Context: an optimization exercise on an open-source flow, tuned for small area, a short achievable clock period and few clock cycles per item. The choices shown serve that exercise and are no tape-out recipe.
The RTL was checked by simulation tests, not by an equivalence proof against the original design.

## the baseline
## ieee754_mul_arb
module ieee754_mul_arb (
  input  logic        clk,
  input  logic        rst_n,
  input  logic        req0_valid,
  input  logic [31:0] req0_a,
  input  logic [31:0] req0_b,
  output logic        req0_ready,
  input  logic        req1_valid,
  input  logic [31:0] req1_a,
  input  logic [31:0] req1_b,
  output logic        req1_ready,
  output logic        rsp_valid,
  input  logic        rsp_ready,
  output logic        rsp_id,
  output logic [31:0] rsp_s,
  output logic        rsp_ovf,
  output logic        rsp_unf
);
Size in the first run: about 2800 cells after synthesis, ~170 I/O pins, about 0.028 mm² of cells after synthesis.
export LEC_CHECK = 0
export CAP_MARGIN = 20
export CORE_MARGIN = 2
export CORE_UTILIZATION = 55
export GPL_ROUTABILITY_DRIVEN = 0
export PLACE_DENSITY = 0.72
export SLEW_MARGIN = 20
export SYNTH_HIERARCHICAL = 1
create_clock -name core_clock -period 10.5 [get_ports {clk}]
standard.sh (not shown) runs the stock make flow with config.mk's settings and CLKGATE_MAP_FILE= SYNTH_SCRIPT=/design/flow/synth_recipe.tcl, a recipe that flattens the netlist after the stock synthesis.
==> flow/flow/run.sh <==
#!/bin/bash
# The standard layout (standard.sh) with changes to how it is made, not to what it must meet
# (the clock and constraints are the design's):
#  - timing repair aims at a setup slack of SETUP_SLACK_MARGIN ns instead of the default;
#  - the buffers that every port gets are buf_2 cells instead of the default delay buffers;
#  - clock tree synthesis builds the tree from clkbuf_8 cells (clkbuf_16 at the root) and adds
#    no dummy loads.
# standard.sh's output goes to standard.log here; each ORFS step logs to orfs/logs/.
set -euo pipefail
export SETUP_SLACK_MARGIN=7.0
export BUFFER_PORTS_ARGS="-buffer_cell sky130_fd_sc_hd__buf_2"
export CTS_ARGS="-sink_clustering_enable -repair_clock_nets -dont_use_dummy_load -root_buf sky130_fd_sc_hd__clkbuf_16 -buf_list sky130_fd_sc_hd__clkbuf_8"
bash standard.sh > standard.log 2>&1
The baseline: no failed stages, no open violations at the end
Testbench counts of the baseline, summed over its fixed seeds: cycles 4,120, items 4,096.
The inputs of the candidate differ from those of the baseline as listed below.
# the baseline
export LEC_CHECK = 0
export CAP_MARGIN = 20
export CORE_MARGIN = 2
export CORE_UTILIZATION = 55
export GPL_ROUTABILITY_DRIVEN = 0
export PLACE_DENSITY = 0.72
export SLEW_MARGIN = 20
export SYNTH_HIERARCHICAL = 1
create_clock -name core_clock -period 10.5 [get_ports {clk}]
# the candidate
export LEC_CHECK = 0
export CAP_MARGIN = 20
export CORE_MARGIN = 2
export CORE_UTILIZATION = 50
export PLACE_DENSITY = 0.66
export SLEW_MARGIN = 20
export SYNTH_HIERARCHICAL = 1
create_clock -name core_clock -period 10.5 [get_ports {clk}]
==> run summary <==
Going from the baseline to the candidate, worst slack at placement grows by 0.078 ns. From the baseline to the candidate the numbers moved as follows: final standard cell count with taps included and fillers excluded grew by 73; average wire per standard cell fell 1.4%; maximum single-stage delay on the critical path decreased 0.11 ns; routed wire length has increased; total of cells resized after clock tree synthesis stayed essentially flat. Side by side, detailed-router iteration count before antenna repair turned out higher in the candidate than in the baseline. As far as number of signal-net inverters in the final layout goes, the candidate and the baseline are indistinguishable; the numbers are identical. Initial cell density of the core in the candidate is 5.1 points below the baseline.

Another version of the RTL of ieee754_mul_arb (not shown whole).
Size: roughly 170 I/O pins, ~0.029 mm2 of cells after synthesis.
clock: 10.5 ns
lec_check: 0
cap_margin: 20
core_margin: 2
core_utilization: 55
place_density: 0.72
slew_margin: 20
synth_hierarchical: 1
==> flow/flow/run.sh <==
#!/bin/bash
# The standard layout (standard.sh) with changes to how it is made, not to what it must meet
# (the clock and constraints are the design's):
#  - timing repair aims at a setup slack of SETUP_SLACK_MARGIN ns instead of the default;
#  - the buffers that every port gets are buf_1 cells instead of the default delay buffers;
#  - clock tree synthesis builds the tree from clkbuf_4 cells (clkbuf_16 at the root) and adds
#    no dummy loads.
# standard.sh's output goes to standard.log here; each ORFS step logs to orfs/logs/.
set -euo pipefail
export SETUP_SLACK_MARGIN=7.0
export BUFFER_PORTS_ARGS="-buffer_cell sky130_fd_sc_hd__buf_1"
export CTS_ARGS="-sink_clustering_enable -repair_clock_nets -dont_use_dummy_load -root_buf sky130_fd_sc_hd__clkbuf_16 -buf_list sky130_fd_sc_hd__clkbuf_4"
bash standard.sh > standard.log 2>&1
The first run finished with timing, DRC and antenna clean.
Testbench counts at the start, summed over its fixed seeds: cycles 4,120, items 4,096.
Edit:
==> flow/flow/run.sh (replaced) <==
#!/bin/bash
# The standard layout (standard.sh) with changes to how it is made, not to what it must meet
# (the clock and constraints are the design's):
#  - timing repair aims at a setup slack of SETUP_SLACK_MARGIN ns instead of the default;
#  - the buffers that every port gets are buf_2 cells instead of the default delay buffers;
#  - clock tree synthesis builds the tree from clkbuf_8 cells (clkbuf_16 at the root) and adds
#    no dummy loads.
# standard.sh's output goes to standard.log here; each ORFS step logs to orfs/logs/.
set -euo pipefail
export SETUP_SLACK_MARGIN=7.0
export BUFFER_PORTS_ARGS="-buffer_cell sky130_fd_sc_hd__buf_2"
export CTS_ARGS="-sink_clustering_enable -repair_clock_nets -dont_use_dummy_load -root_buf sky130_fd_sc_hd__clkbuf_16 -buf_list sky130_fd_sc_hd__clkbuf_8"
bash standard.sh > standard.log 2>&1
Effect: The changed run completed with no timing, DRC or antenna violations; worst setup slack is better by 0.017 ns; via count shrinks by 1.4%; wire length falls by about 2%; core utilization climbs by 0.59 points.
Edit:
Settings changed: PLACE_DENSITY 0.72 to unset.
Worst setup slack gets worse by 0.060 ns.
Die area is unchanged.
Clock skew hardly moves.
Edit:
==> flow/flow/run.sh (replaced) <==
#!/bin/bash
# The standard layout (standard.sh) with changes to how it is made, not to what it must meet
# (the clock and constraints are the design's):
#  - timing repair aims at a setup slack of SETUP_SLACK_MARGIN ns instead of the default;
#  - the buffers that every port gets are buf_1 cells instead of the default delay buffers;
#  - clock tree synthesis builds the tree from clkbuf_4 cells (clkbuf_16 at the root) and adds
#    no dummy loads.
# standard.sh's output goes to standard.log here; each ORFS step logs to orfs/logs/.
set -euo pipefail
export SETUP_SLACK_MARGIN=7.0
export BUFFER_PORTS_ARGS="-buffer_cell sky130_fd_sc_hd__buf_1"
export CTS_ARGS="-sink_clustering_enable -repair_clock_nets -dont_use_dummy_load -root_buf sky130_fd_sc_hd__clkbuf_16 -buf_list sky130_fd_sc_hd__clkbuf_4"
bash standard.sh > standard.log 2>&1
Settings changed: CORE_UTILIZATION 55 to 65, PLACE_DENSITY set to 0.78.
First-iteration DRC count rose by 42%.
Worst setup slack is better by 0.0066 ns.
Critical path depth is unchanged.
Wire length drops by 4.4%.

## re-timing with driven ports
No port has a modelled driver above. Below, the same layouts with a new extraction and two added sets of constraints.
Step 1, drivers: a clkbuf_16 drives clk and a buf_2 each remaining input, both assumed.
Step 2 moves the port delays by t, midway between the first and last clock arrival at a register: inputs arrive t later, outputs are due t later. That takes back most of the time a late clock gives input paths.
a / b / c = no drivers / after step 1 / after step 2; a / b = the first two.
run | shift t [ns] | setup slack, ns | worst setup path at the end
the baseline | 0.565 | 7.076 / 7.076 / 6.670 | input to register
the candidate | 0.571 | 7.057 / 7.057 / 6.756 | input to register
the first run of note 2 | 0.592 | 7.117 / 7.117 / 6.757 | input to register
the second run of note 2 | 0.568 | 7.134 / 7.134 / 6.696 | input to register
the third run of note 2 | 0.580 | 7.074 / 7.074 / 6.753 | input to register
the fourth run of note 2 | 0.593 | 7.081 / 7.081 / 6.747 | input to register
After both steps setup and hold are still met in every run listed. The setup slack of the second run of note 2, which loses most, moves by 0.000 ns with the drivers and by -0.438 ns with both steps.
